This design comes from an exercise in tuning for a short achievable clock period and few clock cycles on the open sky130 flow, not from production work.
In this exercise RTL edits were held to simulation tests only and were not proved equivalent to the original.
The clock port is modelled as an ideal driver; clocking choices that lean on that would not hold on a real chip.
Power figures rest on the tool's default switching activity, not on a simulated workload.

$ cat design/flow/design.v
`default_nettype none
`default_nettype wire
`timescale 1ns/1ps
`default_nettype none
module byte_insert (
	input logic [4-1:0] sel_index,
	input logic [16-1:0] write_data,
	input logic [128-1:0] input_data,
	input logic [1:0] mem_byte_enable,
	output logic [128-1:0] output_data
	);
logic [6:0] lo_pos;
logic [6:0] hi_pos;
assign lo_pos = {sel_index[3:1], 4'h0};
assign hi_pos = {sel_index[3:1], 4'h8};
always_comb begin
	output_data = input_data;
	if (mem_byte_enable[0]) begin
		output_data[lo_pos +: 8] = write_data[7:0];
	end
	if (mem_byte_enable[1]) begin
		output_data[hi_pos +: 8] = write_data[16-1:8];
	end
end
endmodule
`default_nettype wire
`timescale 1ns/1ps
`default_nettype none
module set_sweep_counter (
	input wire logic clk,
	input wire logic rst_n,
	input wire logic sweep_start,
	output logic [3-1:0] sweep_index,
	output logic sweep_last
	);
logic [3-1:0] count;
always_ff @(posedge clk) begin
	if (!rst_n) begin
		count <= '0;
	end else if (sweep_start) begin
		count <= count + 1'b1;
	end
end
assign sweep_index = count;
assign sweep_last = (count == {3{1'b1}});  
endmodule
`default_nettype wire
`timescale 1ns/1ps
`default_nettype none
module cache_control (
	input wire logic clk,
	input wire logic rst_n,
	output logic ctrl_load_data,
	output logic ctrl_load_tag,
	output logic ctrl_set_dirty,
	output logic ctrl_clear_dirty,
	output logic ctrl_fill_select,
	output logic ctrl_wb_select,
	output logic ctrl_sweep_en,
	input wire logic ctrl_hit,
	input wire logic ctrl_dirty,
	input wire logic mem_read,
	input wire logic mem_write,
	input wire logic pmem_resp,
	input wire logic sweep_last,
	output logic sweep_start,
	output logic mem_resp,
	output logic pmem_read,
	output logic pmem_write
	);
typedef enum logic [2:0] {
	INIT,
	IDLE,
	WRITEBACK,
	FILL,
	RESPOND
} cache_state_t;
cache_state_t state;
cache_state_t next_state;
always_ff @(posedge clk) begin
	if (!rst_n) begin
		state <= INIT;
	end else begin
		state <= next_state;
	end
end
always_comb begin
	next_state = state;
	ctrl_load_data = 1'b0;
	ctrl_load_tag = 1'b0;
	ctrl_set_dirty = 1'b0;
	ctrl_clear_dirty = 1'b0;
	ctrl_fill_select = 1'b0;
	ctrl_wb_select = 1'b0;
	ctrl_sweep_en = 1'b0;
	sweep_start = 1'b0;
	mem_resp = 1'b0;
	pmem_read = 1'b0;
	pmem_write = 1'b0;
	case (state)
		INIT: begin
			sweep_start = 1'b1;
			ctrl_sweep_en = 1'b1;
			if (sweep_last) begin
				next_state = IDLE;
			end
		end
		IDLE: begin
			if (mem_read || mem_write) begin
				if (ctrl_hit) begin
					next_state = RESPOND;
					if (mem_write) begin
						ctrl_load_data = 1'b1;  
						ctrl_set_dirty = 1'b1;
					end
				end else if (ctrl_dirty) begin
					next_state = WRITEBACK;
				end else begin
					next_state = FILL;
				end
			end
		end
		WRITEBACK: begin
			pmem_write = 1'b1;
			ctrl_wb_select = 1'b1;  
			if (pmem_resp) begin
				next_state = FILL;
			end
		end
		FILL: begin
			pmem_read = 1'b1;
			ctrl_fill_select = 1'b1;
			if (pmem_resp) begin
				ctrl_load_data = 1'b1;
				ctrl_load_tag = 1'b1;
				ctrl_clear_dirty = 1'b1;
				next_state = IDLE;  
			end
		end
		RESPOND: begin
			mem_resp = 1'b1;
			next_state = IDLE;
		end
		default: begin
			next_state = INIT;
		end
	endcase
end
endmodule
`default_nettype wire
`timescale 1ns/1ps
`default_nettype none
module g_aoi221 (
	input logic a1, b1, a2, b2, c,
	output logic y
	);
assign y = ~((a1 & b1) | (a2 & b2) | c);
endmodule
module g_aoi22 (
	input logic a1, b1, a2, b2,
	output logic y
	);
assign y = ~((a1 & b1) | (a2 & b2));
endmodule
module g_nand4 (
	input logic a, b, c, d,
	output logic y
	);
assign y = ~(a & b & c & d);
endmodule
module g_nand2 (
	input logic a, b,
	output logic y
	);
assign y = ~(a & b);
endmodule
module g_and4 (
	input logic a, b, c, d,
	output logic y
	);
assign y = a & b & c & d;
endmodule
module g_nor3 (
	input logic a, b, c,
	output logic y
	);
assign y = ~(a | b | c);
endmodule
module g_xor2 (
	input logic a, b,
	output logic y
	);
assign y = a ^ b;
endmodule
module g_mux2 (
	input logic s, a, b,
	output logic y
	);
assign y = s ? a : b;
endmodule
module dec3_oh (
	input logic [2:0] a,
	output logic [7:0] oh
	);
always_comb begin
	for (int i = 0; i < 8; i++) begin
		oh[i] = (a == i[2:0]);
	end
end
endmodule
module dec3en_oh (
	input logic [2:0] a,
	input logic en,
	output logic [7:0] oh
	);
always_comb begin
	for (int i = 0; i < 8; i++) begin
		oh[i] = en && (a == i[2:0]);
	end
end
endmodule
module sel8_oh #(
	parameter int W = 1
	) (
	input logic [7:0] oh,
	input logic [8*W-1:0] d,
	output logic [W-1:0] y
	);
for (genvar b = 0; b < W; b++) begin : g_bit
	logic n0, n1, n2, n3;
	g_aoi22 u0 (.a1(oh[0]), .b1(d[b]), .a2(oh[1]), .b2(d[W+b]), .y(n0));
	g_aoi22 u1 (.a1(oh[2]), .b1(d[2*W+b]), .a2(oh[3]), .b2(d[3*W+b]), .y(n1));
	g_aoi22 u2 (.a1(oh[4]), .b1(d[4*W+b]), .a2(oh[5]), .b2(d[5*W+b]), .y(n2));
	g_aoi22 u3 (.a1(oh[6]), .b1(d[6*W+b]), .a2(oh[7]), .b2(d[7*W+b]), .y(n3));
	g_nand4 u4 (.a(n0), .b(n1), .c(n2), .d(n3), .y(y[b]));
end
endmodule
module sel8c_oh #(
	parameter int W = 1
	) (
	input logic [7:0] oh,
	input logic [8*W-1:0] d,
	input logic [W-1:0] c,
	output logic [W-1:0] y
	);
for (genvar b = 0; b < W; b++) begin : g_bit
	logic n0, n1, n2, n3;
	g_aoi22 u0 (.a1(oh[0]), .b1(d[b]), .a2(oh[1]), .b2(d[W+b]), .y(n0));
	g_aoi22 u1 (.a1(oh[2]), .b1(d[2*W+b]), .a2(oh[3]), .b2(d[3*W+b]), .y(n1));
	g_aoi22 u2 (.a1(oh[4]), .b1(d[4*W+b]), .a2(oh[5]), .b2(d[5*W+b]), .y(n2));
	g_aoi221 u3 (.a1(oh[6]), .b1(d[6*W+b]), .a2(oh[7]), .b2(d[7*W+b]), .c(c[b]), .y(n3));
	g_nand4 u4 (.a(n0), .b(n1), .c(n2), .d(n3), .y(y[b]));
end
endmodule
module hit8 #(
	parameter int TB = 9
	) (
	input logic [7:0] sel,
	input logic [8*TB-1:0] tags,
	input logic [TB-1:0] req_tag,
	output logic hit
	);
logic [7:0] miss_n;
for (genvar i = 0; i < 8; i++) begin : g_set
	logic [TB-1:0] x;
	logic e0, e1, e2;
	for (genvar j = 0; j < TB; j++) begin : g_x
		g_xor2 u_x (.a(tags[TB*i+j]), .b(req_tag[j]), .y(x[j]));
	end
	g_nor3 u_e0 (.a(x[0]), .b(x[1]), .c(x[2]), .y(e0));
	g_nor3 u_e1 (.a(x[3]), .b(x[4]), .c(x[5]), .y(e1));
	g_nor3 u_e2 (.a(x[6]), .b(x[7]), .c(x[8]), .y(e2));
	g_nand4 u_t (.a(sel[i]), .b(e0), .c(e1), .d(e2), .y(miss_n[i]));
end
logic a0, a1;
g_and4 u_a0 (.a(miss_n[0]), .b(miss_n[1]), .c(miss_n[2]), .d(miss_n[3]), .y(a0));
g_and4 u_a1 (.a(miss_n[4]), .b(miss_n[5]), .c(miss_n[6]), .d(miss_n[7]), .y(a1));
g_nand2 u_h (.a(a0), .b(a1), .y(hit));
endmodule
module mux2_w #(
	parameter int W = 1
	) (
	input logic s,
	input logic [W-1:0] a,
	input logic [W-1:0] b,
	output logic [W-1:0] y
	);
for (genvar k = 0; k < W; k++) begin : g_bit
	g_mux2 u_m (.s(s), .a(a[k]), .b(b[k]), .y(y[k]));
end
endmodule
`default_nettype wire
`timescale 1ns/1ps
`default_nettype none
module lc3b_cache (
	input wire logic clk,
	input wire logic rst_n,
	input wire logic mem_read,
	input wire logic mem_write,
	input logic [16-1:0] mem_address,
	input logic [16-1:0] mem_wdata,
	input logic [1:0] mem_byte_enable,
	output logic [16-1:0] mem_rdata,
	output logic mem_resp,
	output logic pmem_read,
	output logic pmem_write,
	output logic [9+3-1:0] pmem_address,
	output logic [128-1:0] pmem_wdata,
	input logic [128-1:0] pmem_rdata,
	input wire logic pmem_resp
	);
localparam int SETS = 8;
localparam int TB = 9;
localparam int IB = 3;
localparam int LB = 128;
localparam int WB = 16;
logic [LB-1:0] data_array [SETS];
logic [TB-1:0] tag_array [SETS];
logic [SETS-1:0] valid;
logic [SETS-1:0] dirty;
logic resp_q;
logic resp_int;  
logic [WB-1:0] rdata_q;
logic pread_q;
logic pwrite_q;
logic [TB+IB-1:0] paddr_q;
logic [LB-1:0] pwdata_q;
assign mem_resp = resp_q;
assign mem_rdata = rdata_q;
assign pmem_read = pread_q;
assign pmem_write = pwrite_q;
assign pmem_address = paddr_q;
assign pmem_wdata = pwdata_q;
logic e_wb;
logic e_fill;
logic [IB-1:0] f_idx;
logic [TB-1:0] f_tag;
logic [15:0] mask;
logic st_q;
logic st_wr;
logic wc_q;
logic wc_pend_q;
logic [IB-1:0] wc_idx;
logic [2:0] wc_word;
logic [WB-1:0] wc_data;
logic [1:0] wc_be;
logic [TB-1:0] req_tag;
logic [IB-1:0] index;
logic [2:0] word;
logic req;
assign req_tag = mem_address[15:7];
assign index = mem_address[6:4];
assign word = mem_address[3:1];
assign req = mem_read | mem_write;
logic [SETS-1:0] idx_oh;
logic [7:0] word_oh;
dec3_oh u_idx_dec (.a(index), .oh(idx_oh));
dec3_oh u_word_dec (.a(word), .oh(word_oh));
logic e_busy;
assign e_busy = e_wb | e_fill;
logic fill_now;
assign fill_now = e_fill & pmem_resp;
logic pend;
assign pend = e_busy && (index == f_idx);
logic [TB*SETS-1:0] tags_flat;
for (genvar i = 0; i < SETS; i++) begin : g_tags
	assign tags_flat[TB*i +: TB] = tag_array[i];
end
logic hit;
hit8 #(.TB(TB)) u_hit (.sel(idx_oh & valid), .tags(tags_flat), .req_tag(req_tag), .hit(hit));
logic victim_dirty;
sel8_oh #(.W(1)) u_vd (.oh(idx_oh), .d(valid & dirty), .y(victim_dirty));
logic [1:0] wmask_q;
logic rd_wait;
logic fill_sel;
assign fill_sel = fill_now && rd_wait;
logic [WB*SETS-1:0] words_flat;
logic [8*8-1:0] lo_bytes, hi_bytes;
for (genvar w = 0; w < 8; w++) begin : g_bytes
	assign lo_bytes[8*w +: 8] = pmem_rdata[16*w +: 8];
	assign hi_bytes[8*w +: 8] = pmem_rdata[16*w+8 +: 8];
end
for (genvar i = 0; i < SETS; i++) begin : g_word
	logic [7:0] w_oh;
	dec3_oh u_dec (.a(word), .oh(w_oh));
	sel8_oh #(.W(WB)) u_word (.oh(w_oh), .d(data_array[i]), .y(words_flat[WB*i +: WB]));
end
logic [1:0] e_arr, r_en;
assign e_arr = {2{rd_wait}} & ~wmask_q;
assign r_en = ~e_arr;
logic [7:0] arr_oh_lo, arr_oh_hi;
dec3en_oh u_arr_dec_lo (.a(word), .en(e_arr[0]), .oh(arr_oh_lo));
dec3en_oh u_arr_dec_hi (.a(word), .en(e_arr[1]), .oh(arr_oh_hi));
logic [WB-1:0] arrive_word;
sel8_oh #(.W(8)) u_arrive_lo (.oh(arr_oh_lo), .d(lo_bytes), .y(arrive_word[7:0]));
sel8_oh #(.W(8)) u_arrive_hi (.oh(arr_oh_hi), .d(hi_bytes), .y(arrive_word[15:8]));
logic [8*SETS-1:0] lo_words, hi_words;
for (genvar i = 0; i < SETS; i++) begin : g_half
	assign lo_words[8*i +: 8] = words_flat[WB*i +: 8];
	assign hi_words[8*i +: 8] = words_flat[WB*i+8 +: 8];
end
logic [SETS-1:0] r_oh_lo, r_oh_hi;
dec3en_oh u_r_dec_lo (.a(index), .en(r_en[0]), .oh(r_oh_lo));
dec3en_oh u_r_dec_hi (.a(index), .en(r_en[1]), .oh(r_oh_hi));
logic [WB-1:0] word_out;
sel8c_oh #(.W(8)) u_rword_lo (.oh(r_oh_lo), .d(lo_words), .c(arrive_word[7:0]), .y(word_out[7:0]));
sel8c_oh #(.W(8)) u_rword_hi (.oh(r_oh_hi), .d(hi_words), .c(arrive_word[15:8]), .y(word_out[15:8]));
logic [LB*SETS-1:0] all_lines;
for (genvar i = 0; i < SETS; i++) begin : g_lines
	assign all_lines[LB*i +: LB] = data_array[i];
end
logic [TB*SETS-1:0] vtags_flat;
for (genvar i = 0; i < SETS; i++) begin : g_vtag
	mux2_w #(.W(TB)) u_vt (.s(valid[i] & dirty[i]), .a(tag_array[i]), .b(req_tag), .y(vtags_flat[TB*i +: TB]));
end
logic [SETS-1:0] l_oh;
dec3en_oh u_l_dec (.a(index), .en(!e_wb), .oh(l_oh));
logic [LB-1:0] pwdata_d;
sel8c_oh #(.W(LB)) u_pwdata (.oh(l_oh), .d(all_lines), .c({LB{e_wb}} & pwdata_q), .y(pwdata_d));
logic look_en;
assign look_en = !e_busy || fill_now;
logic [TB+IB-1:0] paddr_busy, paddr_d;
mux2_w #(.W(TB+IB)) u_paddr_busy (.s(e_wb && pmem_resp), .a({f_tag, f_idx}), .b(paddr_q), .y(paddr_busy));
logic [SETS-1:0] a_oh;
dec3en_oh u_a_dec (.a(index), .en(look_en), .oh(a_oh));
sel8c_oh #(.W(TB)) u_paddr_tag (.oh(a_oh), .d(vtags_flat), .c({TB{!look_en}} & paddr_busy[TB+IB-1:IB]), .y(paddr_d[TB+IB-1:IB]));
assign paddr_d[IB-1:0] = look_en ? index : paddr_busy[IB-1:0];
logic lookup;
assign lookup = req && !resp_int;
logic e_free;
assign e_free = !e_busy || (fill_now && !pend);
logic go_m;
assign go_m = lookup && e_free;
logic e_wb_base, e_fill_base;
assign e_wb_base = e_wb && !pmem_resp;
assign e_fill_base = (e_wb && pmem_resp) || (e_fill && !pmem_resp);
logic [6:0] ctl_h, ctl_m, ctl_d;
assign ctl_h = {rst_n && lookup && !mem_write && pend && !fill_now,
	rst_n && lookup && (!pend || mem_write || fill_sel),
	rst_n && lookup && mem_write,
	1'b0,
	rst_n && e_wb_base,
	rst_n && e_fill_base,
	pend && !fill_now};
assign ctl_m = {rst_n && lookup && !mem_write && (go_m || (rd_wait && pend && !fill_now)),
	rst_n && go_m && mem_write,
	rst_n && go_m && mem_write,
	rst_n && go_m,
	rst_n && (go_m ? victim_dirty : e_wb_base),
	rst_n && (go_m ? !victim_dirty : e_fill_base),
	go_m || (pend && !fill_now)};
mux2_w #(.W(7)) u_ctl (.s(hit), .a(ctl_h), .b(ctl_m), .y(ctl_d));
logic [2:0] ctl_o;
mux2_w #(.W(3)) u_ctl_out (.s(hit), .a({ctl_h[5], ctl_h[2], ctl_h[1]}), .b({ctl_m[5], ctl_m[2], ctl_m[1]}), .y(ctl_o));
always_ff @(posedge clk) begin
	rd_wait <= ctl_d[6];
	resp_int <= ctl_d[5];
	resp_q <= ctl_o[2];
	wc_q <= ctl_d[4];
	st_q <= ctl_d[3];
	e_wb <= ctl_d[2];
	pwrite_q <= ctl_o[1];
	e_fill <= ctl_d[1];
	pread_q <= ctl_o[0];
	wc_pend_q <= ctl_d[0];
end
always_ff @(posedge clk) begin
	pwdata_q <= pwdata_d;
	paddr_q <= paddr_d;
	if (!e_busy || fill_now) begin
		f_idx <= index;
		f_tag <= req_tag;
		st_wr <= mem_write;
	end
	wc_idx <= index;
	wc_word <= word;
	wc_data <= mem_wdata;
	wc_be <= mem_byte_enable;
	rdata_q <= word_out;
	wmask_q <= st_q ? 2'b00 : {mask[{word, 1'b1}], mask[{word, 1'b0}]};
	if (st_q) begin
		mask <= '0;
	end
	if (wc_q && wc_pend_q) begin
		if (wc_be[0]) mask[{wc_word, 1'b0}] <= 1'b1;
		if (wc_be[1]) mask[{wc_word, 1'b1}] <= 1'b1;
	end
end
always_ff @(posedge clk) begin
	for (int i = 0; i < SETS; i++) begin
		for (int k = 0; k < 16; k++) begin
			if (wc_q && wc_idx == i[IB-1:0] && wc_word == k[3:1] && wc_be[k % 2]) begin
				data_array[i][8*k +: 8] <= wc_data[8*(k % 2) +: 8];
			end else if (fill_now && f_idx == i[IB-1:0] && !mask[k]) begin
				data_array[i][8*k +: 8] <= pmem_rdata[8*k +: 8];
			end
		end
		if (st_q && f_idx == i[IB-1:0]) begin
			tag_array[i] <= f_tag;
			dirty[i] <= st_wr;
		end else if (wc_q && wc_idx == i[IB-1:0]) begin
			dirty[i] <= 1'b1;
		end
	end
end
always_ff @(posedge clk) begin
	if (!rst_n) begin
		valid <= '0;
	end else if (st_q) begin
		valid[f_idx] <= 1'b1;
	end
end
endmodule
`default_nettype wire
$ cat design/flow/flow/run.sh
#!/bin/bash
# Own layout flow: the standard ORFS flow (the standard.sh, with its
# synthesis unchanged), with
# - the port buffers made as buf_8 cells instead of the small delay buffers
#   buffer_ports picks by default,
# - the resizer free to change a cell's footprint,
# - a fanout limit set before each repair step (flow/max_fanout.tcl).
# Each step's full log is kept by ORFS under orfs/logs/; make's own output
# goes to make_finish.log here.
set -euo pipefail
W=$(pwd)
MF="$W/flow/max_fanout.tcl"
bash "$W/standard.sh" \
	MATCH_CELL_FOOTPRINT=0 \
	"BUFFER_PORTS_ARGS=-buffer_cell sky130_fd_sc_hd__buf_8" \
	PRE_RESIZE_TCL="$MF" \
	PRE_CTS_TCL="$MF" \
	PRE_GLOBAL_ROUTE_TCL="$MF" \
	finish > "$W/make_finish.log" 2>&1
$ cat design/flow/flow/max_fanout.tcl
# Limit the fanout the resizer leaves on any net, so that high-fanout nets
# (the address bits and their decoded selects) get balanced buffer trees
# instead of chains of slew-repair buffers.
set_max_fanout 16 [current_design]
$ cat design/flow/standard.sh
#!/bin/bash
# synth_recipe.tcl (not shown) runs the flow's synth.tcl, then flattens the netlist and writes it again
# the make line also repeats each setting of config.mk as NAME=value (left out here)
make -C /OpenROAD-flow-scripts/flow DESIGN_CONFIG=/design/flow/config.mk WORK_HOME=/design/flow/orfs CLKGATE_MAP_FILE= SYNTH_SCRIPT=/design/flow/synth_recipe.tcl "${@:-finish}"
$ cat design/flow/config.mk
export PLATFORM = sky130hd
export DESIGN_NAME = lc3b_cache
export DESIGN_NICKNAME = lc3b_cache
export VERILOG_FILES = /design/flow/design.v
export SDC_FILE = /design/flow/constraint.sdc
export NUM_CORES = 4
export LEC_CHECK = 0
export CAP_MARGIN = 40
export CORE_MARGIN = 2
export CORE_UTILIZATION = 60
export SETUP_SLACK_MARGIN = 4.4
export SLEW_MARGIN = 90
export SYNTH_HIERARCHICAL = 1
$ cat design/flow/constraint.sdc
create_clock -name core_clock -period 7.0 [get_ports {clk}]
set_input_delay 1.4000 -clock core_clock [delete_from_list [all_inputs] [get_ports {clk}]]
set_output_delay 1.4000 -clock core_clock [all_outputs]
set_load 0.01 [all_outputs]
==> impl_results.md, run 1 <==
- Yosys reg bits: 1333
- Mean Syn Cell Area: 15.1 um2
- EDFF count, synth: 1117
- Post-Synthesis Cells: 4981
- GPL Wtd Cong: 1.08
- Port-buffer cells: 324
- Fail Step: detailed placement
- Register area share after synthesis: 50.2%
- Leading area contributor after synthesis: edfxtp_1
- Status: did not finish
- Starting density of the core: around three fifths
- Synth async-reset ratio: 0%
- Count of cell types in the netlist: 60
- Die height: approximately 360 um
- Top cells by area, synth: edfxtp_1, a22oi_2, mux2_2
- Synthesized area: 75400 um2
- Synthesis warning total: 13
- IO Pins: 326
- Synth top area share: 44.5%
- Most used flip-flop cell after synthesis: edfxtp_1
- Row count: 130
- Error msg: [ERROR DPL-0038] Utilization greater than 100%, impossible to legalize
- Syn Nets: 5161
- Die W: 359 um
==> modules after synthesis (local to each module, per instance), excerpt <==
module	flops+latches	cells inside
g_aoi22	0	1
g_nor3	0	1
dec3en_oh	0	8
g_and4	0	1
dec3_oh	0	8
g_aoi221	0	1
g_nand4	0	1
==> power groups by stage <==
stage                   clock network, mW  logic, mW  registers [mW]
after floorplan                         0       1.30            9.24
after global placement                  0       2.45            9.39
==> worst max path at each step <==
stage	endpoint	slack (ns)	cells after the start
after floorplan	pwdata_q[100]$_DFF_P_	-0.18	3
after global placement	data_array[5][108]$_DFFE_PP_	2.86	4
==> cell families after synthesis <==
logic type / Yosys count / share of synthesized area (%)
AO/OA/AOI/OAI: 1351 / 21.7
flip-flops: 1333 / 50.2
multiplexers: 1128 / 17.4
AND/OR/NAND/NOR: 847 / 8.38
buffers and inverters: 233 / 1.28
XOR/XNOR: 75 / 0.871
adder cells (fa/ha/maj): 13 / 0.216
other: 1 / 0.00497
==> cell usage after synthesis, types with 22 or more instances <==
master,n
buf_1,27
nor3b_1,27
mux2_1,95
buf_2,33
edfxtp_1,1117
nand2_1,31
inv_1,26
nor2_2,30
nor2_4,90
xor2_1,75
mux2_2,932
o22ai_1,128
and2_1,155
and3b_2,27
nand4_1,308
nor2_1,22
dfxtp_1,216
nor3_2,24
a22oi_2,1039
mux2_4,95
a221oi_2,153
clkbuf_1,135
==> through the flow <==
step / TNS (ns) / total power [mW]
after floorplan: -18.94 / 10.5
after global placement: 0 / 11.8
Testbench counts, summed over its fixed seeds: cycles 70,052.
==> run 2: changes to the inputs <==
--- a/design/flow/config.mk
+++ b/design/flow/config.mk
@@ -7,7 +7,7 @@
 export LEC_CHECK = 0
-export CAP_MARGIN = 40
+export CAP_MARGIN = 20
 export CORE_MARGIN = 2
-export CORE_UTILIZATION = 60
+export CORE_UTILIZATION = 55
 export SETUP_SLACK_MARGIN = 4.4
-export SLEW_MARGIN = 90
+export SLEW_MARGIN = 80
 export SYNTH_HIERARCHICAL = 1
==> run 2 against run 1 <==
  * The run now finishes clean
  * Synthesized cell count stayed put
  * Area after synthesis stayed put
==> impl_results.md, run 2 <==
- DR iter-0 viols: 9923
- Synth async-reset ratio: 0%
- Hold Path Class: register to register
- DP HPWL: between 200 and 300 mm
- Worst Clk Skew: around 0.026 ns
- Critical Path AT: approximately 3.5 ns
- Post-Synthesis Cells: around 5000
- Vias in the first global route: 58900
- Post-Place Cells: 7919
- Clk latency of the worst-skew pair: 0.81 ns
- Util after Layout: 74.4%
- Slowest stage cell, crit path: a221oi_2
- Top reg by flops: data_array
- Drt via density: 7.39
- Synthesis warning total: 13
- Max-slew violations: 0
- Top cells by area, synth: edfxtp_1, a22oi_2, mux2_2
- Max reg flops: ~1000
- EDFF count, synth: 1117
- Total leakage power: 33.8 nW
- Max-cap violations: 0
- Commonest non-fill, non-tap cell in the layout: edfxtp_1
- Hold endpoint: tag_array[7][4]$_DFFE_PP_
- Crit end category: register
- Largest net degree at the start of global routing: 17
- Core ar.: 136000 um2
- CP Launch Type: input port
- IO Pins: 326
- Most frequent cell after synthesis: edfxtp_1
- Die W: 374 um
- Hold buffers post-CTS: 0
- Leading area contributor after synthesis: edfxtp_1
- CP delay by family, top: buffers and inverters
- Final Hold Viols: 0
- Mean Syn Cell Area: 15.1 um2
- CP Max Fanout: 8
- Crit Path Class: input port to register
- Syn Nets: 5161
- Leading cell types in the layout, fill and taps excluded: edfxtp_1, a22oi_2, mux2_2, buf_8, nand4_1
- Crit path largest cell delay: 0.24 ns
- Final wirelength: about 350 mm
- Post-route setup TNS: 0 ns
- Total power: 20.6 mW
- Register area share after synthesis: 50.2%
- R2R setup slack: roughly 4.4 ns
- First-pass GRT wire length: 469 mm
- Drt wl/cell: 41.6 um
- Post-synth top cells: edfxtp_1, a22oi_2, mux2_2, nand4_1, dfxtp_1
- Die height: 374 um
- Grt ovf: 0
- Synth top area share: 44.5%
- Reg-to-Reg End: paddr_q[9]$_DFF_P_
- Crit-path cells: buf_12, buf_16, buf_12, clkbuf_16, and3_4, buf_6, a22oi_2, buf_4, nand4_1, a221oi_2, nand4_1, buf_4
- GRT Util Overall: 48.0%
- Max Clk Rate: 361 MHz
- Tmin final: 2.77 ns
- Cell Pwr Density: 204 nW/um2
- WHS Path Cells: 0
- Via count: a little over 60000
- Post-DP Area: 92400 um2
- Status: no timing/DRC/antenna violations
- Share of cells above drive strength 1: 70.7%
- GPL Wtd Cong: 1.02
- Port-buffer cells: 324
- # setup viols final: 0
- WP data required: 7.68 ns
- Row count: approximately 140
- Initial antenna violation count: 20
- RSZ-0062 raised after global routing: yes
- Total clock sinks: 1333
- Yosys reg bits: roughly 1300
- TritonCTS Buffers: 149
- Starting density of the core: between 50% and 60%
- CTS clk-pin slew, worst paths: 0.06 ns
- Routed Antenna Nets: 0
- Final-stage net count: about 6700
- DRC errors left: 0
- 1st-pass router iterations: 6
- Most used flip-flop cell after synthesis: edfxtp_1
- Worst path bufs/invs: 7
- CTS tree: done
- Worst r2r src: e_wb$_DFF_P_
- Hold Startpoint: f_tag[4]$_DFFE_PN_
- Largest regs: data_array: 1024 flops, pwdata_q: 128 flops, tag_array: 72 flops
- Reg2Reg Depth: 15
- Fin area: 101000 um2
- Peak VDD IR: 229 uV
- Area Growth Syn to Fin: 34.0%
- Final period util: between 30% and 40%
- Final cell count without fillers: 8407
- Synthesized area: 75400 um2
- Count of cell types in the netlist: 60
- Die Area: between 100000 and 150000 um2
## run 2: kinds of logic (layout without fill, tap and decap cells)
kind of cell | count (synthesis) | count (layout) | synth area share, %
simple gates | 847 | 848 | 8.38
xor+xnor | 75 | 75 | 0.871
buf+inv | 233 | 1870 | 1.28
flops | 1333 | 1333 | 50.2
compound gates | 1351 | 1351 | 21.7
other cells | 1 | 8 | 0.00497
mux | 1128 | 1128 | 17.4
fa+ha+maj | 13 | 13 | 0.216
## run 2: worst max-delay path by stage
stage,from,endpoint,slack [ns],depth (start not counted)
2_1_floorplan,mem_address[6],pwdata_q[100]$_DFF_P_,-0.18,3
3_3_place_gp,pmem_resp,data_array[7][116]$_DFFE_PP_,2.93,5
3_5_place_dp,mem_address[4],pwdata_q[108]$_DFF_P_,2.80,11
4_1_cts,pwdata_q[88]$_DFF_P_,pmem_wdata[88],4.24,1
5_1_grt,mem_address[1],rdata_q[8]$_DFF_P_,4.20,12
6_report,mem_address[1],rdata_q[15]$_DFF_P_,4.23,12
## run 2: layout make-up
| class | count | area, um2 |
|---|---|---|
| clock buffer | 228 | 4390 |
| clock inverter | 48 | 518 |
| inverter | 27 | 106 |
| sequential | 1333 | 38300 |
| multi-input combinational | 3416 | 39600 |
| tap | 1781 | 2230 |
| timing repair buffer | 1567 | 15900 |
| antenna | 7 | 17.5 |
| fill | 8412 | 34700 |
## run 2: per-stage QoR
step | hold slack (ns) | setup WS (ns)
finish | 0.505 | 4.23
global route | 0.518 | 4.20
CTS | 0.501 | 4.24
detailed placement | 0.493 | 2.80
global placement | 0.473 | 2.93
floorplan | 0.442 | -0.180
## run 2: worst register-to-register path, delay by kind of cell (launching register included)
| family | cells | cell delay, ns |
|---|---|---|
| DFF | 1 | 0.35 |
| buffers and inverters | 10 | 1.34 |
| and+or+nand+nor | 4 | 0.59 |
| AOI/OAI and AO/OA | 1 | 0.17 |
## run 2: per-module statistics from Yosys (local to each module, per instance), excerpt
module	flip-flops and latches	cell area (um2)	copies in the design	cells inside
lc3b_cache	1333	54700	1	3170
dec3en_oh	0	96.3	6	8
dec3_oh	0	65.1	9	8
g_aoi221	0	15.0	153	1
g_aoi22	0	12.5	1039	1
g_xor2	0	8.76	72	1
## run 2: repair_timing
action / 4_1_cts / 5_1_grt
setup endpoints to repair: 347 / 409
pin swaps: 83 / 107
gates cloned: 6 / 3
resized for setup: 544 / 212
endpoints found under the hold margin: 0 / 0
buffers inserted: 82 / 51
## run 2: where the power goes
group	internal, mW	switching (mW)	leakage (nW)
sequential	8.91	0.313	11.9
combinational	1.53	1.80	19.4
clock	4.63	3.44	2.38
## run 2: per-layer routing
layer	up-vias	GRT usage, %	part of all wire [%]
met4	31	21.8	6.1
li1	24200	-	-
met2	5585	69.6	42
met5	-	0.926	0.13
met1	31200	61.7	35
met3	1138	21.1	16
==> run 3: changes to the inputs <==
--- a/design/flow/design.v
+++ b/design/flow/design.v
@@ -355,5 +355,3 @@
 logic [SETS-1:0] idx_oh;
-logic [7:0] word_oh;
 dec3_oh u_idx_dec (.a(index), .oh(idx_oh));
-dec3_oh u_word_dec (.a(word), .oh(word_oh));
 logic e_busy;
@@ -391,4 +389,4 @@
 logic [7:0] arr_oh_lo, arr_oh_hi;
-dec3en_oh u_arr_dec_lo (.a(word), .en(e_arr[0]), .oh(arr_oh_lo));
-dec3en_oh u_arr_dec_hi (.a(word), .en(e_arr[1]), .oh(arr_oh_hi));
+dec3en_oh u_arr_dec_lo (.a(wc_word), .en(e_arr[0]), .oh(arr_oh_lo));
+dec3en_oh u_arr_dec_hi (.a(wc_word), .en(e_arr[1]), .oh(arr_oh_hi));
 logic [WB-1:0] arrive_word;
--- a/design/flow/config.mk
+++ b/design/flow/config.mk
@@ -9,3 +9,3 @@
 export CORE_MARGIN = 2
-export CORE_UTILIZATION = 55
+export CORE_UTILIZATION = 60
 export SETUP_SLACK_MARGIN = 4.4
==> run 3 against run 2 <==
  * Area after synthesis about the same
  * Design area rose by 1.3%
  * Maximum frequency is 3.9% lower
  * Clock-buffer cell count down 24
  * Global-route usage is 5.2 points higher
  * Hold slack worse by 0.012 ns
  * Sequential share of layout area fell by 0.50 points
  * Power up 0.84%
  * Critical endpoint is now pwdata_q[63]$_DFF_P_
==> impl_results.md, run 3 <==
- Status: no timing/DRC/antenna violations
- Die Area: 129000 um2
- Most frequent cell after synthesis: edfxtp_1
- Initial antenna violation count: 38
- Final period util: 41.2%
- RSZ-0062 raised after global routing: yes
- Leading area contributor after synthesis: edfxtp_1
- Synth Area in Simple Gates: ~8.4%
- Synthesized area: 75400 um2
- CTS clk-pin slew, worst paths: about 0.06 ns
- IO Pins: 326
- Max-slew violations: 0
- XOR/XNOR share of the synthesized area: 0.871%
- Synth async-reset ratio: 0%
- Register area share after synthesis: around half
- Crit end category: register
- Largest regs: data_array: 1024 flops, pwdata_q: 128 flops, tag_array: 72 flops
- GRT Util Overall: 53.2%
- Port-buffer cells: 324
- Leading cell types in the layout, fill and taps excluded: edfxtp_1, a22oi_2, mux2_2, buf_4, buf_8
- GPL Wtd Cong: 1.02
- CP Launch Point: mem_address[5]
- Post-Synthesis Cells: 4981
- Multiplexer share of the synthesized area: 17.4%
- Vias in the first global route: 60500
- Max reg flops: ~1000
- Area of the multi-input gates: 39900 um2
- Relative slew slack: 64.6%
- Drt wl/cell: 44.3 um
- Post-synthesis compound-gate area fraction: 21.7%
- # setup viols final: 0
- Largest family of logic cells by synthesized area: compound AO/OA/AOI/OAI gates
- Tmin final: 2.88 ns
- Register area: 38300 um2
- Max-cap violations: 0
- Logic pwr share: 16.9%
- Via count: between 60000 and 70000
- Clk latency of the worst-skew pair: between 0.8 and 0.9 ns
- TritonCTS Buffers: about 150
- Area Growth Syn to Fin: 35.7%
- Post-Place Cells: 7755
- 1st-pass router iterations: 14
- Worst-margin pin slew: 0.531 ns
- Routed Antenna Nets: 0
- Mean Syn Cell Area: 15.1 um2
- Largest net degree at the start of global routing: 18
- CTS tree: done
- Clk pwr share: 38.7%
- Cell Pwr Density: 203 nW/um2
- Max Clk Rate: about 350 MHz
- Core ar.: 125000 um2
- CP Launch Type: input port
- Count of cell types in the netlist: 61
- CP Capture Point: pwdata_q[63]$_DFF_P_
- Die W: 359 um
- Sw Ratio: 27.6%
- Total power: 20.8 mW
- First-pass GRT wire length: 474 mm
- Die height: about 360 um
- DP HPWL: 259 mm
- P_int: 15.1 mW
- Starting density of the core: 60.2%
- Row count: between 100 and 150
- Reg2Reg Depth: 9
- Commonest non-fill, non-tap cell in the layout: edfxtp_1
- DRC errors left: 0
- Share of cells above drive strength 1: 71.2%
- Top cells by area, synth: edfxtp_1, a22oi_2, mux2_2
- DR iter-0 viols: approximately 13000
- WP data required: between 7 and 8 ns
- Worst Clk Skew: 0.0450 ns
- Seq pwr share: 44.4%
- Reg-to-Reg End: data_array[4][122]$_DFFE_PP_
- Synth top area share: 44.5%
- Grt ovf: 0
- Worst r2r src: f_idx[1]$_DFFE_PN_
- Final Hold Viols: 0
- Hold Path Class: register to register
- CP Max Fanout: 5
- Final wirelength: 371 mm
- Top reg by flops: data_array
- Yosys reg bits: 1333
- Synthesis warning total: 13
- Most used flip-flop cell after synthesis: edfxtp_1
- Critical Path AT: 3.54 ns
- Post-DP Area: 92000 um2
- Final-stage net count: 6760
- Adder-cell share of the synthesized area: less than 1%
- Drt via density: 7.96
- EDFF count, synth: 1117
- Final cell count without fillers: about 8400
- Fin area: between 100000 and 150000 um2
- Fillers: between 6000 and 7000
- Crit Path Class: input port to register
- Total leakage power: about 34 nW
- P_sw: around 5.7 mW
- Total clock sinks: 1333
- Syn Nets: ~5200
- R2R setup slack: 4.26 ns
- Post-synth top cells: edfxtp_1, a22oi_2, mux2_2, nand4_1, dfxtp_1
- Peak VDD IR: 293 uV
-- run 3: how the worst min path moves through the flow --
stage / startpoint / end / slack, ns / cells past startpoint
finish: mask[4]$_DFF_P_ / mask[4]$_DFF_P_ / 0.49 / 1
detailed placement: mask[4]$_DFF_P_ / mask[4]$_DFF_P_ / 0.47 / 1
floorplan: valid[0]$_SDFFE_PN0P_ / valid[0]$_SDFFE_PN0P_ / 0.44 / 2
CTS: mask[4]$_DFF_P_ / mask[4]$_DFF_P_ / 0.48 / 1
global route: mask[4]$_DFF_P_ / mask[4]$_DFF_P_ / 0.52 / 1
global placement: valid[1]$_SDFFE_PN0P_ / valid[1]$_SDFFE_PN0P_ / 0.48 / 2
-- run 3: per-module statistics from Yosys, one instance, submodules excluded, excerpt --
module	flops+latches	area (um2)
lc3b_cache	1333	54800
dec3en_oh	0	96.3
dec3_oh	0	65.1
g_aoi221	0	15.0
g_mux2	0	15.0
g_aoi22	0	12.5
g_nor3	0	10.0
g_and4	0	8.76
g_xor2	0	8.76
g_nand4	0	6.26
g_nand2	0	3.75
-- run 3: power by group through the flow --
stage / registers [mW] / logic [mW] / clock network, mW
detailed placement: 9.35 / 2.93 / 0
global route: 9.23 / 3.50 / 8.21
CTS: 9.21 / 3.08 / 7.85
global placement: 9.39 / 2.47 / 0
finish: 9.23 / 3.51 / 8.05
floorplan: 9.24 / 1.30 / 0
-- run 3: area by class of cell --
cell class / count / share of cell area, %
Antenna cell: 18 / 0.0440
Clock inverter: 63 / 0.621
Clock buffer: 204 / 4.03
Sequential cell: 1333 / 37.4
Multi-Input combinational cell: 3419 / 39.0
Inverter: 27 / 0.109
Timing Repair Buffer: 1653 / 16.8
Tap cell: 1650 / 2.02
-- run 3: worst max-delay path, stage by stage --
cell	delay, ns
buf_12	0.11
buf_12	0.12
buf_12	0.12
and4b_4	0.21
buf_12	0.13
buf_12	0.14
buf_12	0.13
buf_8	0.11
buf_6	0.12
buf_2	0.16
buf_4	0.16
clkbuf_2	0.14
a221oi_2	0.31
nand4_1	0.17
-- run 3: kinds of logic (layout without fill, tap and decap cells) --
logic type               Yosys count  count (layout)
AO/OA/AOI/OAI                   1351            1351
flip-flops                      1333            1333
multiplexers                    1128            1128
AND/OR/NAND/NOR                  847             851
buffers and inverters            233            1947
XOR/XNOR                          75              75
adder cells (fa/ha/maj)           13              13
other                              1              19
-- run 3: timing repair --
| item | CTS | global route |
|---|---|---|
| gates resized for setup | 552 | 420 |
| setup endpoints to repair | 1268 | 602 |
| hold buffers | 0 | 0 |
| gates cloned | 9 | 8 |
| pin swaps | 68 | 196 |
| setup buffers | 74 | 155 |
-- run 3: metal layers --
layer / GRT usage [%] / wire [um] / vias to the layer above
li1: - / - / 24400
met1: 64.4 / 119000 / 32600
met2: 76.1 / 150000 / 7290
met3: 28.9 / 68500 / 2280
met4: 27.5 / 32100 / 58
met5: 3.67 / 1130 / -
-- run 3: per-stage QoR --
step | setup TNS (ns) | utilization, % | worst slack (ns) | hold slack (ns)
final | 0 | 81.8 | 4.12 | 0.492
after global routing | 0 | 81.7 | 4.13 | 0.517
after CTS | 0 | 79.1 | 4.25 | 0.484
after detailed placement | 0 | 73.5 | 2.46 | 0.471
after global placement | 0 | 66.7 | 2.95 | 0.478
after floorplan | -18.94 | - | -0.180 | 0.442
Testbench counts of run 3, summed over its fixed seeds: cycles 70,052.
==> run 4: changes to the inputs <==
--- a/design/flow/config.mk
+++ b/design/flow/config.mk
@@ -9,3 +9,3 @@
 export CORE_MARGIN = 2
-export CORE_UTILIZATION = 60
+export CORE_UTILIZATION = 70
 export SETUP_SLACK_MARGIN = 4.4
==> run 4 against run 3 <==
  * The flow now stops in global routing
  * Synthesized cell count unchanged
  * Area after synthesis unchanged
==> impl_results.md, run 4 <==
- DP HPWL: between 200 and 300 mm
- Most used flip-flop cell after synthesis: edfxtp_1
- Total clock sinks: 1333
- Adder-cell share of the synthesized area: 0.216%
- Leading area contributor after synthesis: edfxtp_1
- Most frequent cell after synthesis: edfxtp_1
- IO Pins: 326
- Register area share after synthesis: 50.2%
- Post-Place Cells: 7438
- Synthesized area: roughly 75000 um2
- XOR/XNOR share of the synthesized area: 0.871%
- Post-DP Area: ~90000 um2
- Status: did not finish
- GRT Util Overall: 88.5%
- Largest net degree at the start of global routing: 17
- Synth Area in Simple Gates: around 8.4%
- Synth top area share: 44.5%
- TritonCTS Buffers: 144
- Synth async-reset ratio: 0%
- Largest family of logic cells by synthesized area: compound AO/OA/AOI/OAI gates
- Post-synth top cells: edfxtp_1, a22oi_2, mux2_2, nand4_1, dfxtp_1
- Port-buffer cells: 324
- Die W: between 300 and 400 um
- Syn Nets: 5161
- Top cells by area, synth: edfxtp_1, a22oi_2, mux2_2
- Yosys reg bits: 1333
- EDFF count, synth: 1117
- GPL Wtd Cong: 1.06
- Error msg: [ERROR GRT-0232] Routing congestion too high. Check the congestion heatmap in the GUI.
- Fail Step: global routing
- Count of cell types in the netlist: just over 60
- Row count: 120
- Starting density of the core: a little over 70%
- Die height: 332 um
- Grt ovf: 767
- Placement Setup Slack: 2.60 ns
- Synthesis warning total: 13
- Mean Syn Cell Area: 15.1 um2
- Multiplexer share of the synthesized area: 17.4%
- Post-synthesis compound-gate area fraction: 21.7%
- Post-Synthesis Cells: roughly 5000
run 4: how the worst min path moves through the flow:
| stage | to | slack, ns | from | cells past startpoint |
|---|---|---|---|---|
| 4_1_cts | pwdata_q[90]$_DFF_P_ | 0.52 | data_array[1][90]$_DFFE_PP_ | 2 |
| 3_5_place_dp | valid[0]$_SDFFE_PN0P_ | 0.51 | valid[0]$_SDFFE_PN0P_ | 2 |
| 3_3_place_gp | valid[3]$_SDFFE_PN0P_ | 0.47 | valid[3]$_SDFFE_PN0P_ | 2 |
| 2_1_floorplan | valid[0]$_SDFFE_PN0P_ | 0.44 | valid[0]$_SDFFE_PN0P_ | 2 |
run 4: modules after synthesis, one instance, submodules excluded, a selection:
module      times used  cells
dec3en_oh            6      8
dec3_oh              9      8
g_aoi221           153      1
g_nand2              1      1
g_nor3              24      1
g_xor2              72      1
g_aoi22           1039      1
lc3b_cache           1   3170
g_mux2              94      1
g_and4               2      1
g_nand4            306      1
run 4: what timing repair did:
| action | CTS |
|---|---|
| setup endpoints to repair | 1464 |
| pin swaps | 74 |
| gates cloned | 6 |
| resized for setup | 500 |
| hold buffers | 0 |
| buffers inserted | 108 |
run 4: logic make-up after synthesis:
kind of cell,after synthesis
flops,1333
other cells,1
mux,1128
xor+xnor,75
compound gates,1351
buf+inv,233
simple gates,847
fa+ha+maj,13
run 4: metal layers:
metal  overflow  GRT usage (%)
met5          8           58.7
met4        284           88.4
met3         71           82.0
met2        332           97.6
met1         72           87.7
run 4: metrics by stage:
stage          hold slack (ns)  TNS [ns]
3_5_place_dp             0.511         0
4_1_cts                  0.524         0
3_3_place_gp             0.474         0
2_1_floorplan            0.442    -18.94
run 4: power by group through the flow:
stage | clock, mW | sequential [mW] | combinational (mW)
CTS | 7.83 | 9.22 | 3.16
detailed placement | 0 | 9.35 | 2.94
global placement | 0 | 9.37 | 2.44
floorplan | 0 | 9.24 | 1.30
==> run 5: changes to the inputs <==
--- a/design/flow/design.v
+++ b/design/flow/design.v
@@ -405,6 +405,2 @@
 sel8c_oh #(.W(8)) u_rword_hi (.oh(r_oh_hi), .d(hi_words), .c(arrive_word[15:8]), .y(word_out[15:8]));
-logic [LB*SETS-1:0] all_lines;
-for (genvar i = 0; i < SETS; i++) begin : g_lines
-	assign all_lines[LB*i +: LB] = data_array[i];
-end
 logic [TB*SETS-1:0] vtags_flat;
@@ -413,6 +409,12 @@
 end
-logic [SETS-1:0] l_oh;
-dec3en_oh u_l_dec (.a(index), .en(!e_wb), .oh(l_oh));
 logic [LB-1:0] pwdata_d;
-sel8c_oh #(.W(LB)) u_pwdata (.oh(l_oh), .d(all_lines), .c({LB{e_wb}} & pwdata_q), .y(pwdata_d));
+for (genvar k = 0; k < LB / WB; k++) begin : g_pw
+	logic [SETS-1:0] l_oh;
+	logic [WB*SETS-1:0] slices;
+	for (genvar i = 0; i < SETS; i++) begin : g_slice
+		assign slices[WB*i +: WB] = data_array[i][WB*k +: WB];
+	end
+	dec3en_oh u_l_dec (.a(index), .en(!e_wb), .oh(l_oh));
+	sel8c_oh #(.W(WB)) u_pwdata (.oh(l_oh), .d(slices), .c({WB{e_wb}} & pwdata_q[WB*k +: WB]), .y(pwdata_d[WB*k +: WB]));
+end
 logic look_en;
--- a/design/flow/config.mk
+++ b/design/flow/config.mk
@@ -9,3 +9,5 @@
 export CORE_MARGIN = 2
-export CORE_UTILIZATION = 70
+export CORE_UTILIZATION = 60
+export CTS_CLUSTER_DIAMETER = 100
+export CTS_CLUSTER_SIZE = 20
 export SETUP_SLACK_MARGIN = 4.4
==> run 5 against run 4 <==
  * The run now finishes clean
  * Area after synthesis increased by 0.89%
  * Synthesized cell count increased by 1.1%
==> impl_results.md, run 5 <==
- Status: no timing/DRC/antenna violations
- TritonCTS Buffers: 93
- Critical Path AT: 3.68 ns
- P_int: 13.0 mW
- Post-synth top cells: edfxtp_1, a22oi_2, mux2_2, nand4_1, dfxtp_1
- Peak VDD IR: 255 uV
- Post-DP Area: 93500 um2
- Final Hold Viols: 0
- Mean Syn Cell Area: 15.1 um2
- Synth async-reset ratio: 0%
- Port-buffer cells: 324
- Hold Path Class: register to register
- WHS Path Cells: 0
- Drt wl/cell: between 40 and 50 um
- Total leakage power: 32.7 nW
- Largest net degree at the start of global routing: 18
- GRT Util Overall: between 50% and 60%
- DRC errors left: 0
- Yosys reg bits: 1333
- 1st-pass router iterations: 6
- Count of cell types in the netlist: 61
- Core ar.: 126000 um2
- Die height: 360 um
- Grt ovf: 0
- Die Area: 130000 um2
- GPL Wtd Cong: between 1 and 1.5
- Area Growth Syn to Fin: 29.9%
- Sw Ratio: 28.3%
- Synthesis warning total: 13
- CTS tree: done
- Crit Path Class: input port to register
- WP data required: 7.55 ns
- Tmin final: 3.12 ns
- Crit path largest cell delay: 0.25 ns
- Total clock sinks: 1333
- Leading cell types in the layout, fill and taps excluded: edfxtp_1, a22oi_2, mux2_2, clkbuf_2, buf_8
- Seq pwr share: 50.8%
- Starting density of the core: 60.5%
- Vias in the first global route: a little over 60000
- Fillers: about 7100
- Crit-path cells: buf_8, buf_12, buf_12, buf_16, buf_8, and3b_4, buf_4, a22oi_2, clkbuf_2, nand4_1, a22oi_2, clkbuf_2, nand4_1
- Share of cells above drive strength 1: 69.5%
- Fin area: 98800 um2
- Max-cap violations: 0
- Logic pwr share: 19.0%
- Post-route setup TNS: 0 ns
- CP Max Fanout: 9
- Clk pwr share: a little under a third
- # setup viols final: 0
- Via count: about 63000
- Drt via density: roughly 7.6
- Max Clk Rate: ~320 MHz
- Leading area contributor after synthesis: edfxtp_1
- Slowest stage cell, crit path: nand4_1
- DR iter-0 viols: approximately 11000
- Cell Pwr Density: 183 nW/um2
- Reg2Reg Depth: 10
- Total power: 18.1 mW
- IO Pins: ~330
- Register area share after synthesis: 49.8%
- RSZ-0062 raised after global routing: yes
- Die W: 360 um
- Most used flip-flop cell after synthesis: edfxtp_1
- Max-slew violations: 0
- Final-stage net count: 6673
- Clk latency of the worst-skew pair: 0.76 ns
- Crit end category: register
- Commonest non-fill, non-tap cell in the layout: edfxtp_1
- Most frequent cell after synthesis: edfxtp_1
- First-pass GRT wire length: 470 mm
- Post-Synthesis Cells: 5037
- Row count: 130
- CTS clk-pin slew, worst paths: 0.08 ns
- Synth top area share: 44.1%
- Top cells by area, synth: edfxtp_1, a22oi_2, mux2_2
- Syn Nets: 5217
- Top reg by flops: data_array
- CP Launch Type: input port
- DP HPWL: about 270 mm
- Synthesized area: 76100 um2
- Final wirelength: roughly 350 mm
- Routed Antenna Nets: 0
- Worst Clk Skew: 0.0309 ns
- Final period util: 44.6%
- EDFF count, synth: 1117
- Largest regs: data_array: 1024 flops, pwdata_q: 128 flops, tag_array: 72 flops
- P_sw: a little over 5 mW
- Max reg flops: 1024
- Initial antenna violation count: 23
-- run 5: cell families (layout without fill, tap and decap cells) --
| group | after synthesis | in the layout | share of synthesized area [%] |
|---|---|---|---|
| AND/OR/NAND/NOR | 903 | 903 | 9.20 |
| other | 1 | 14 | 0.00493 |
| AO/OA/AOI/OAI | 1351 | 1351 | 21.5 |
| flip-flops | 1333 | 1333 | 49.8 |
| XOR/XNOR | 75 | 75 | 0.863 |
| buffers and inverters | 233 | 1769 | 1.27 |
| multiplexers | 1128 | 1128 | 17.2 |
| adder cells (fa/ha/maj) | 13 | 13 | 0.214 |
-- run 5: per-module statistics from Yosys, one instance, submodules excluded, excerpt --
module	times used	cell area, um2	cells
dec3_oh	9	65.1	8
dec3en_oh	13	96.3	8
g_and4	2	8.76	1
g_aoi22	1039	12.5	1
g_aoi221	153	15.0	1
g_mux2	94	15.0	1
g_nand2	1	3.75	1
g_nand4	306	6.26	1
g_nor3	24	10.0	1
g_xor2	72	8.76	1
lc3b_cache	1	54700	3170
-- run 5: worst paths after layout --
path	startpoint	endpoint	slack [ns]
hold / removal	f_tag[5]$_DFFE_PN_	tag_array[5][5]$_DFFE_PP_	0.51
hold reg to reg	f_tag[5]$_DFFE_PN_	tag_array[5][5]$_DFFE_PP_	0.51
setup / recovery	mem_address[3]	rdata_q[7]$_DFF_P_	3.88
setup reg to reg	wc_word[2]$_DFF_P_	rdata_q[1]$_DFF_P_	4.28
-- run 5: power groups by stage --
stage	sequential [mW]	clock, mW	combinational (mW)
final	9.20	5.47	3.43
after global routing	9.21	5.69	3.44
after CTS	9.19	5.40	3.20
after detailed placement	9.37	0	3.06
after global placement	9.38	0	2.58
after floorplan	9.24	0	1.32
-- run 5: what timing repair did --
action	in CTS	in global routing
resized for setup	430	64
setup endpoints to repair	833	361
hold buffers	0	0
gates cloned	0	0
pin swaps	50	22
setup buffers	85	19
-- run 5: worst max-delay path: cells and delay by family --
| kind | cells | cell delay [ns] |
|---|---|---|
| buffers and inverters | 8 | 1.27 |
| and+or+nand+nor | 3 | 0.59 |
| AOI/OAI and AO/OA | 2 | 0.37 |
-- run 5: per-layer routing --
layer | track usage [%] | vias to the layer above | part of all wire [%]
met5 | 0.0370 | - | 0.037
li1 | - | 24300 | -
met3 | 23.9 | 1527 | 16
met2 | 76.9 | 5940 | 43
met1 | 61.7 | 31100 | 32
met4 | 32.4 | 22 | 8.5
-- run 5: layout make-up --
type / instances / area (um2) / share of cell area [%]
Antenna cell: 13 / 32.5 / 0.0329
Clock buffer: 167 / 2610 / 2.64
Clock inverter: 8 / 110 / 0.111
Inverter: 27 / 111 / 0.113
Multi-Input combinational cell: 3471 / 40600 / 41.1
Sequential cell: 1333 / 38300 / 38.8
Tap cell: 1650 / 2060 / 2.09
Timing Repair Buffer: 1567 / 14900 / 15.1
-- run 5: through the flow --
| step | cells | util, % | hold slack, ns | setup slack [ns] |
|---|---|---|---|---|
| final | 8236 | 78.6 | 0.506 | 3.88 |
| after floorplan | 5037 | - | 0.442 | 4.03 |
| after global placement | 6868 | 67.3 | 0.450 | 3.10 |
| after global routing | 8226 | 78.6 | 0.519 | 3.91 |
| after detailed placement | 7849 | 74.4 | 0.482 | 2.66 |
| after CTS | 8109 | 77.9 | 0.498 | 4.07 |
Testbench counts of run 5, summed over its fixed seeds: cycles 70,052.

-- re-timing with driven ports --
No port has a modelled driver above. Below, the same layouts with a new extraction and two added sets of constraints.
Step 1, drivers: a clkbuf_16 drives clk and a buf_2 each remaining input, both assumed.
Step 2 times the ports against the registers' clock, not the clock port: input delays grow and output delays shrink by t, the midpoint of the rising clock arrivals with the driver on.
Three values: ideal ports, drivers, drivers and shift; two values: the first two.
run	shift t [ns]	setup slack, ns	worst slew at a driven data input, ns
run 2	0.883	4.230 / 4.156 / 3.367	0.23
run 3	0.907	4.117 / 4.122 / 3.252	0.19
run 5	0.831	3.878 / 3.849 / 3.017	0.12
After both steps every run listed still meets setup and hold. The setup slack of run 3, which loses most, moves by +0.005 ns with the drivers and by -0.865 ns with both steps.
